Background: an optimization exercise with open tools, aiming at small area and a short achievable clock period. Do not read the settings as production practice. Function was checked by simulation only, so behaviour that the tests miss may differ from the original. No activity file was given, so power comes from the tool's default toggle rates.

$ cat config.mk
export PLATFORM = sky130hd
export DESIGN_NAME = lc3b_alu_pipe
export DESIGN_NICKNAME = lc3b_alu_pipe
export VERILOG_FILES = /design/flow/design.v
export SDC_FILE = /design/flow/constraint.sdc
export NUM_CORES = 4
export LEC_CHECK = 0
export CAP_MARGIN = 20
export CORE_MARGIN = 2
export CORE_UTILIZATION = 40
export SLEW_MARGIN = 20
$ cat constraint.sdc
create_clock -name core_clock -period 7.0 [get_ports {clk}]
set_input_delay 1.4000 -clock core_clock [delete_from_list [all_inputs] [get_ports {clk}]]
set_output_delay 1.4000 -clock core_clock [all_outputs]
set_load 0.01 [all_outputs]
$ cat design.v
package lc3b_types;
    typedef enum logic [3:0] {
        op_br   = 4'b0000,
        op_add  = 4'b0001,
        op_ldb  = 4'b0010,
        op_stb  = 4'b0011,
        op_jsr  = 4'b0100,
        op_and  = 4'b0101,
        op_ldr  = 4'b0110,
        op_str  = 4'b0111,
        op_rti  = 4'b1000,
        op_not  = 4'b1001,
        op_ldi  = 4'b1010,
        op_sti  = 4'b1011,
        op_jmp  = 4'b1100,
        op_shf  = 4'b1101,
        op_lea  = 4'b1110,
        op_trap = 4'b1111
    } lc3b_opcode;
    typedef enum logic [1:0] {
        x_base = 2'b00,
        x_ext1 = 2'b01,
        x_ext2 = 2'b10,
        x_ext3 = 2'b11
    } lc3b_lc3x;
    typedef enum logic [2:0] {
        alu_add,
        alu_sub,
        alu_mul,
        alu_and,
        alu_or,
        alu_xor,
        alu_not,
        alu_shf  
    } lc3b_aluop;
endpackage
`timescale 1ns/1ps
module control_rom
(
    input  lc3b_types::lc3b_opcode opcode,
    input  lc3b_types::lc3b_lc3x   lc3x_check,
    input  logic                   imm_enable,
    input  logic                   d_enable,
    input  logic                   flush_enable,
    output logic                   load_regfile,
    output logic                   load_cc,
    output lc3b_types::lc3b_aluop  aluop,
    output logic                   alumux_imm,
    output logic                   shift_right,
    output logic                   shift_arith
);
    always_comb
    begin
        load_regfile = 1'b0;  
        load_cc      = 1'b0;
        aluop        = lc3b_types::alu_add;
        alumux_imm   = 1'b0;
        shift_right  = 1'b0;
        shift_arith  = 1'b0;
        if (!flush_enable)
        begin
            case (opcode)
                lc3b_types::op_add:
                begin
                    load_regfile = 1'b1;
                    load_cc      = 1'b1;
                    if (imm_enable)
                    begin
                        alumux_imm = 1'b1;  
                    end
                    else
                    begin
                        case (lc3x_check)
                            lc3b_types::x_base:  aluop = lc3b_types::alu_add;
                            lc3b_types::x_ext1:  aluop = lc3b_types::alu_mul;   
                            default: aluop = lc3b_types::alu_sub;   
                        endcase
                    end
                end
                lc3b_types::op_and:
                begin
                    aluop        = lc3b_types::alu_and;
                    load_regfile = 1'b1;
                    load_cc      = 1'b1;
                    if (imm_enable)
                    begin
                        alumux_imm = 1'b1;
                    end
                    else
                    begin
                        case (lc3x_check)
                            lc3b_types::x_base: aluop = lc3b_types::alu_and;
                            lc3b_types::x_ext1: aluop = lc3b_types::alu_or;
                            lc3b_types::x_ext2: aluop = lc3b_types::alu_xor;
                            default:
                            begin
                                aluop        = lc3b_types::alu_add;  
                                load_regfile = 1'b0;
                                load_cc      = 1'b0;
                            end
                        endcase
                    end
                end
                lc3b_types::op_not:
                begin
                    aluop        = lc3b_types::alu_not;
                    load_regfile = 1'b1;
                    load_cc      = 1'b1;
                end
                lc3b_types::op_shf:
                begin
                    aluop        = lc3b_types::alu_shf;
                    shift_right  = d_enable;               
                    shift_arith  = d_enable & imm_enable;  
                    load_regfile = 1'b1;
                    load_cc      = 1'b1;
                end
                default:
                begin
                    load_regfile = 1'b0;
                end
            endcase
        end
    end
endmodule
`timescale 1ns/1ps
module decode_stage
(
    input  logic                    clk,
    input  logic                    arst_n,
    input  logic                    instr_valid,
    input  logic [16-1:0]   instr,
    input  logic                    flush,
    output logic                    d_valid,
    output lc3b_types::lc3b_aluop   d_aluop,
    output logic                    d_use_imm,
    output logic [16-1:0]   d_imm,
    output logic                    d_shift_right,
    output logic                    d_shift_arith,
    output logic [3:0]              d_shamt,
    output logic [3-1:0]  d_dest,
    output logic [3-1:0]  d_sr1,
    output logic [3-1:0]  d_sr2
);
    lc3b_types::lc3b_opcode            opcode;
    lc3b_types::lc3b_lc3x              lc3x;
    logic [16-1:0] imm_sext;
    logic                  rom_load_regfile;
    logic                  rom_load_cc;
    lc3b_types::lc3b_aluop             rom_aluop;
    logic                  rom_alumux_imm;
    logic                  rom_shift_right;
    logic                  rom_shift_arith;
    assign opcode   = lc3b_types::lc3b_opcode'(instr[15:12]);
    assign lc3x     = lc3b_types::lc3b_lc3x'(instr[4:3]);
    assign imm_sext = {{(16-5){instr[4]}}, instr[4:0]};  
    control_rom u_rom
    (
        .opcode       (opcode),
        .lc3x_check   (lc3x),
        .imm_enable   (instr[5]),
        .d_enable     (instr[4]),
        .flush_enable (flush),
        .load_regfile (rom_load_regfile),
        .load_cc      (rom_load_cc),
        .aluop        (rom_aluop),
        .alumux_imm   (rom_alumux_imm),
        .shift_right  (rom_shift_right),
        .shift_arith  (rom_shift_arith)
    );
    always_ff @(posedge clk or negedge arst_n)
    begin
        if (!arst_n)
        begin
            d_valid <= 1'b0;
        end
        else
        begin
            d_valid <= instr_valid & rom_load_regfile & rom_load_cc;
        end
    end
    always_ff @(posedge clk)
    begin
        d_aluop       <= rom_aluop;
        d_use_imm     <= rom_alumux_imm;
        d_imm         <= imm_sext;
        d_shift_right <= rom_shift_right;
        d_shift_arith <= rom_shift_arith;
        d_shamt       <= instr[3:0];
        d_dest        <= instr[11:9];
        d_sr1         <= instr[8:6];
        d_sr2         <= instr[2:0];
    end
endmodule
`timescale 1ns/1ps
module execute_stage
(
    input  logic                    clk,
    input  logic                    arst_n,
    input  logic                    d_valid,
    input  lc3b_types::lc3b_aluop   d_aluop,
    input  logic                    d_use_imm,
    input  logic [16-1:0]   d_imm,
    input  logic                    d_shift_right,
    input  logic                    d_shift_arith,
    input  logic [3:0]              d_shamt,
    input  logic [3-1:0]  d_dest,
    input  logic [3-1:0]  d_sr1,
    input  logic [3-1:0]  d_sr2,
    input  logic [16-1:0]   rd_data1,
    input  logic [16-1:0]   rd_data2,
    output logic [3-1:0]  rd_addr1,
    output logic [3-1:0]  rd_addr2,
    output logic                    wb_valid,
    output logic [3-1:0]  wb_dest,
    output logic [16-1:0]   wb_data
);
    logic [16-1:0] op_a;
    logic [16-1:0] op_b;
    logic [16-1:0] alu_b;
    logic [16-1:0] product;
    logic [16-1:0] shf_out;
    logic [16-1:0] alu_out;
    assign rd_addr1 = d_sr1;
    assign rd_addr2 = d_sr2;
    assign op_a = (wb_valid && wb_dest == d_sr1) ? wb_data : rd_data1;
    assign op_b = (wb_valid && wb_dest == d_sr2) ? wb_data : rd_data2;
    assign alu_b   = d_use_imm ? d_imm : op_b;
    assign product = op_a * alu_b;  
    always_comb
    begin
        if (!d_shift_right)
            shf_out = op_a << d_shamt;
        else if (d_shift_arith)
            shf_out = $signed(op_a) >>> d_shamt;  
        else
            shf_out = op_a >> d_shamt;
    end
    always_comb
    begin
        case (d_aluop)
            lc3b_types::alu_add: alu_out = op_a + alu_b;
            lc3b_types::alu_sub: alu_out = op_a - alu_b;
            lc3b_types::alu_mul: alu_out = product;
            lc3b_types::alu_and: alu_out = op_a & alu_b;
            lc3b_types::alu_or:  alu_out = op_a | alu_b;
            lc3b_types::alu_xor: alu_out = op_a ^ alu_b;
            lc3b_types::alu_not: alu_out = ~op_a;
            default: alu_out = shf_out;
        endcase
    end
    always_ff @(posedge clk or negedge arst_n)
    begin
        if (!arst_n)
        begin
            wb_valid <= 1'b0;
        end
        else
        begin
            wb_valid <= d_valid;
        end
    end
    always_ff @(posedge clk)
    begin
        wb_dest <= d_dest;
        wb_data <= alu_out;
    end
endmodule
`timescale 1ns/1ps
module result_stage
(
    input  logic                    clk,
    input  logic                    arst_n,
    input  logic [3-1:0]  rd_addr1,
    input  logic [3-1:0]  rd_addr2,
    input  logic                    wb_valid,
    input  logic [3-1:0]  wb_dest,
    input  logic [16-1:0]   wb_data,
    output logic [16-1:0]   rd_data1,
    output logic [16-1:0]   rd_data2,
    output logic [2:0]              cc
);
    logic [16-1:0] regs [8];
    logic [2:0]            nzp;
    assign rd_data1 = regs[rd_addr1];  
    assign rd_data2 = regs[rd_addr2];
    assign nzp = wb_data[16-1] ? 3'b100 :
                 (wb_data == '0)       ? 3'b010 :
                                         3'b001;
    always_ff @(posedge clk or negedge arst_n)
    begin
        if (!arst_n)
        begin
            for (int i = 0; i < 8; i++)
            begin
                regs[i] <= '0;
            end
            cc <= 3'b010;  
        end
        else if (wb_valid)
        begin
            regs[wb_dest] <= wb_data;
            cc            <= nzp;
        end
    end
endmodule
`timescale 1ns/1ps
module lc3b_alu_pipe
(
    input  logic                    clk,
    input  logic                    arst_n,
    input  logic                    instr_valid,
    input  logic [16-1:0]   instr,
    input  logic                    flush,
    output logic                    wb_valid,
    output logic [3-1:0]  wb_dest,
    output logic [16-1:0]   wb_data,
    output logic [2:0]              cc
);
    logic                   d_valid;
    lc3b_types::lc3b_aluop              d_aluop;
    logic                   d_use_imm;
    logic [16-1:0]  d_imm;
    logic                   d_shift_right;
    logic                   d_shift_arith;
    logic [3:0]             d_shamt;
    logic [3-1:0] d_dest;
    logic [3-1:0] d_sr1;
    logic [3-1:0] d_sr2;
    logic [3-1:0] rd_addr1;
    logic [3-1:0] rd_addr2;
    logic [16-1:0]  rd_data1;
    logic [16-1:0]  rd_data2;
    decode_stage u_decode
    (
        .clk           (clk),
        .arst_n        (arst_n),
        .instr_valid   (instr_valid),
        .instr         (instr),
        .flush         (flush),
        .d_valid       (d_valid),
        .d_aluop       (d_aluop),
        .d_use_imm     (d_use_imm),
        .d_imm         (d_imm),
        .d_shift_right (d_shift_right),
        .d_shift_arith (d_shift_arith),
        .d_shamt       (d_shamt),
        .d_dest        (d_dest),
        .d_sr1         (d_sr1),
        .d_sr2         (d_sr2)
    );
    execute_stage u_execute
    (
        .clk           (clk),
        .arst_n        (arst_n),
        .d_valid       (d_valid),
        .d_aluop       (d_aluop),
        .d_use_imm     (d_use_imm),
        .d_imm         (d_imm),
        .d_shift_right (d_shift_right),
        .d_shift_arith (d_shift_arith),
        .d_shamt       (d_shamt),
        .d_dest        (d_dest),
        .d_sr1         (d_sr1),
        .d_sr2         (d_sr2),
        .rd_data1      (rd_data1),
        .rd_data2      (rd_data2),
        .rd_addr1      (rd_addr1),
        .rd_addr2      (rd_addr2),
        .wb_valid      (wb_valid),
        .wb_dest       (wb_dest),
        .wb_data       (wb_data)
    );
    result_stage u_result
    (
        .clk      (clk),
        .arst_n   (arst_n),
        .rd_addr1 (rd_addr1),
        .rd_addr2 (rd_addr2),
        .wb_valid (wb_valid),
        .wb_dest  (wb_dest),
        .wb_data  (wb_data),
        .rd_data1 (rd_data1),
        .rd_data2 (rd_data2),
        .cc       (cc)
    );
endmodule
$ cat run.sh
#!/bin/bash
# synth_recipe.tcl (not shown) runs the flow's synth.tcl, then flattens the netlist and writes it again
# the make line also repeats each setting of config.mk as NAME=value (left out here)
make -C /OpenROAD-flow-scripts/flow DESIGN_CONFIG=/design/flow/config.mk WORK_HOME=/design/flow/orfs CLKGATE_MAP_FILE= SYNTH_SCRIPT=/design/flow/synth_recipe.tcl finish
==> impl_metrics.ini <==
[grt]
grt_first_pass_wirelength_mm = 86.7
antenna_found_initial = 1
gr-usage-all-layers_pct = 27.4
overflow = 0
grt_max_degree = 77
grt_pass1_vias = 14500

[detailed_routing]
wl_mm = 56.5
dr.pass1.iters = 5
drc = 0
via_count = 14300
drtIter0Drc = 1315
wl_per_cell_um = 23.1
vias_per_cell = 5.82
antenna_left = 0

[power_and_ir_drop]
power_frac_seq_pct = 23.2
finalPower_uw = 6320
p_clk_share_pct = 16.1
powerDensity_nw_per_um2 = 325
p_sw_uw = 2780
comb_power_share_pct = 60.7
max-vdd-ir-drop_v = 0.000268
p_sw_share_pct = 44.1
p_int_uw = 3530
power.leakage_uw = 0.00882

[flow_run]
cap_viol_max_count = 0

[timing]
finClkSkew_ns = 0.0136
drv_slew = 0
fin_tns_setup_ns = 0
tightest_slew_ns = 0.984
layout_min_cycle_time_ns = 6.82
max_freq_mhz = 147
hold_viol_final = 0
setup_viol = 0
rsz0062_at_grt = true
period_share_pct = 97.4
relSlewSlack_pct = 34.4

[placement]
gp_congestion = 0.976
portBuffers = 42
placed_area_um2 = 18100
hpwl_mm = 43.0
post-place-cells = 2386

[layout]
syn2layout_area_growth_pct = 21.5
final_area_um2 = 19400
final_nets = 2114
drive_above_1_share_pct = 27.3
fin_util_pct = 49.1
fin_cells = 2450
antennaDiodeCount = 0

[worst_setup_path]
cp.arrival_ns = 7.21
path_max_fanout = 8
ff2ff_path_depth = 27
path_class = reg2reg
cp-start-kind = register
crit_required_ns = 7.39
endpoint_kind = register

[floorplanning]
fp.dieArea_um2 = 41600
die_w_um = 204
initial_utilization_pct = 40.4
rows = 73
die_y_um = 204
ios = 43
core_um2 = 39500

[yosys]
synth_top_area_share_pct = 20.7
synthArstFlopShare_pct = 78.7
yosysUniqueCellTypes = 84
avgSynthCellArea_um2 = 9.16
syn_area_um2 = 16000
ys_ff_latch = 169
yosysWarnings = 5
synth-edff-count = 0
synth_largest_area_cell = dfrtp_1
synth_fp_nets = 1947
synth_cells = 1745
ys_top_cells_by_area = dfrtp_1 21%, fa_1 10%, mux2_2 8.9%, ha_1 7.9%, mux4_2 4.6%
synth_top_flop_cell = dfrtp_1
synth_seq_area_share_pct = 25.3

[clock_tree]
clk_pin_slew_worst_paths_ns = 0.07
cts.sinks = 169
cts_root_buf = clkbuf_16
cts_tree = done
ctsHtreeMaxLevel = 4
cts_hold_buf = 0
cts_made_buffers = 17
clockBufferDepth = 2
clock_latency_ns = 0.45

[hold_path]
hold_depth = 0
hp-class = reg2reg

[outcome]
status = finished clean
-- stage by stage --
step                setup slack, ns  hold WS, ns
detailed placement           -0.231        0.312
global placement            -0.0544        0.317
floorplan                   0.00144        0.310
finish                        0.180        0.326
CTS                        -0.00225        0.327
global route                -0.0132        0.331
-- critical path: stages, from the launching register on --
cell	delay (ns)
dfxtp_4	0.45
mux4_2	0.55
nand2_2	0.10
a211oi_2	0.07
buf_4	0.14
a311oi_4	0.36
buf_4	0.18
inv_2	0.04
buf_6	0.14
ha_4	0.18
fa_1	0.54
inv_1	0.05
fa_1	0.47
inv_1	0.04
ha_1	0.18
fa_1	0.47
fa_1	0.49
inv_1	0.05
fa_1	0.47
inv_1	0.06
ha_4	0.28
a21boi_4	0.23
o2111ai_4	0.17
a31oi_4	0.19
buf_6	0.14
xor3_1	0.42
o221ai_2	0.14
o22a_1	0.17
-- layer usage --
| layer | vias to the layer above | GRT usage [%] | wire, µm |
|---|---|---|---|
| li1 | 6361 | - | - |
| met2 | 619 | 47.1 | 27600 |
| met3 | 140 | 3.56 | 3400 |
| met5 | - | 0 | 13 |
| met4 | 2 | 11.8 | 2370 |
| met1 | 7140 | 34.5 | 23100 |
-- registers in the layout, indices dropped and copies added (netlist names), 3 cells and up --
| name | cells |
|---|---|
| u_result.cc | 3 |
| u_execute.wb_dest | 3 |
| u_decode.d_sr1 | 3 |
| u_decode.d_aluop | 3 |
| u_decode.d_dest | 3 |
| u_result.regs | 128 |
| u_decode.d_imm | 5 |
| u_execute.wb_data | 16 |
-- Yosys cell counts (all sizes together) (5+ instances only) --
cell and count:
a31oi 18, xor2 9, nor2 180, mux2 126, fa 81, o22ai 6
dfxtp 36, nor4 5, a21o 5, nand2b 12, o211ai 11, a221oi 19
nand3 12, clkinv 6, o21ai 104, clkbuf 72, a21oi 83, a22o 6
nand3b 8, ha 101, o21a 5, xnor2 50, mux2i 57, nor3b 5
nand2 163, nor3 24, o31ai 16, dfrtp 132, inv 178, or3 5
buf 50, mux4 33, and2 5, a211oi 25, o221ai 10, and3 5
nor2b 12
-- final timing paths --
kind	startpoint	endpoint	slack, ns
setup / recovery	u_decode.d_imm[1]	u_execute.wb_data[15]	0.18
hold / removal	u_decode.d_dest[2]	u_execute.wb_dest[2]	0.33
setup reg to reg	u_decode.d_imm[1]	u_execute.wb_data[15]	0.18
hold reg to reg	u_decode.d_dest[2]	u_execute.wb_dest[2]	0.33
max in group asynchronous	arst_n	u_result.regs[6][4]	4.73
min in group asynchronous	arst_n	u_result.cc[0]	0.90
-- repair_timing --
item | in CTS | in global routing
endpoints found under the setup margin | 3 | 7
buffers inserted | 6 | 27
cloned | 0 | 2
resized for setup | 28 | 80
pin swaps | 11 | 40
-- area by class of cell --
class / count / area, µm²
clock buffer: 19 / 433
fill: 3736 / 20100
sequential: 169 / 4070
tap: 525 / 657
multi-input combinational: 1270 / 11000
timing repair buffer: 270 / 2360
clock inverter: 13 / 191
inverter: 184 / 698
-- cells by family (layout without fill, tap and decap cells) --
kind of cell / Yosys count / after routing / synth area share, %
AO/OA/AOI/OAI: 357 / 357 / 15.0
AND/OR/NAND/NOR: 451 / 451 / 12.4
XOR/XNOR: 64 / 64 / 3.99
adder cells (fa/ha/maj): 182 / 182 / 18.0
buffers and inverters: 306 / 486 / 8.12
flip-flops: 169 / 169 / 25.3
multiplexers: 216 / 216 / 17.1
-- cell usage in the layout, fill, tap and decap left out, types with 15 or more instances in the layout --
cell type	instances
mux2_2	126
dfrtp_1	132
buf_6	16
nor2_1	176
ha_1	95
fa_1	76
a211oi_1	21
inv_1	162
mux2i_1	53
nand2_1	162
nor3_1	21
clkbuf_16	18
clkdlybuf4s50_1	41
o21ai_0	94
a221oi_1	17
xnor2_1	46
mux4_2	33
a31oi_1	15
dfxtp_1	28
inv_2	16
buf_4	197
a21oi_1	77
-- power groups by stage --
stage | combinational [µW] | clock (µW) | sequential (µW)
3_3_place_gp | 3460 | 0 | 1470
4_1_cts | 3560 | 1030 | 1460
2_1_floorplan | 2110 | 0 | 1360
3_5_place_dp | 3510 | 0 | 1470
6_report | 3830 | 1020 | 1460
5_1_grt | 4160 | 1070 | 1480

afterwards: timing with drivers on the ports:
Ports are ideal in the flow. The routed layout listed here was re-timed in OpenROAD. Step 1: set_driving_cell puts a clkbuf_16 on clk and a buf_2 on each other input, an assumption about the parent block. Step 2 also shifts input and output timing later by t, the mid clock arrival at the registers, as if the neighbouring blocks saw the same clock. Slacks: ideal / step 1 / step 2; pairs: ideal / step 1.
t, ns: 0.487
setup WS [ns]: 0.180 / 0.180 / 0.180
worst register clock-pin slew, ns: 0.07 / 0.07
worst data-port slew with drivers (ns): 0.06
After both steps setup and hold are still met in this run. The setup slack of this run moves by 0.000 ns with the drivers and by 0.000 ns with both steps.
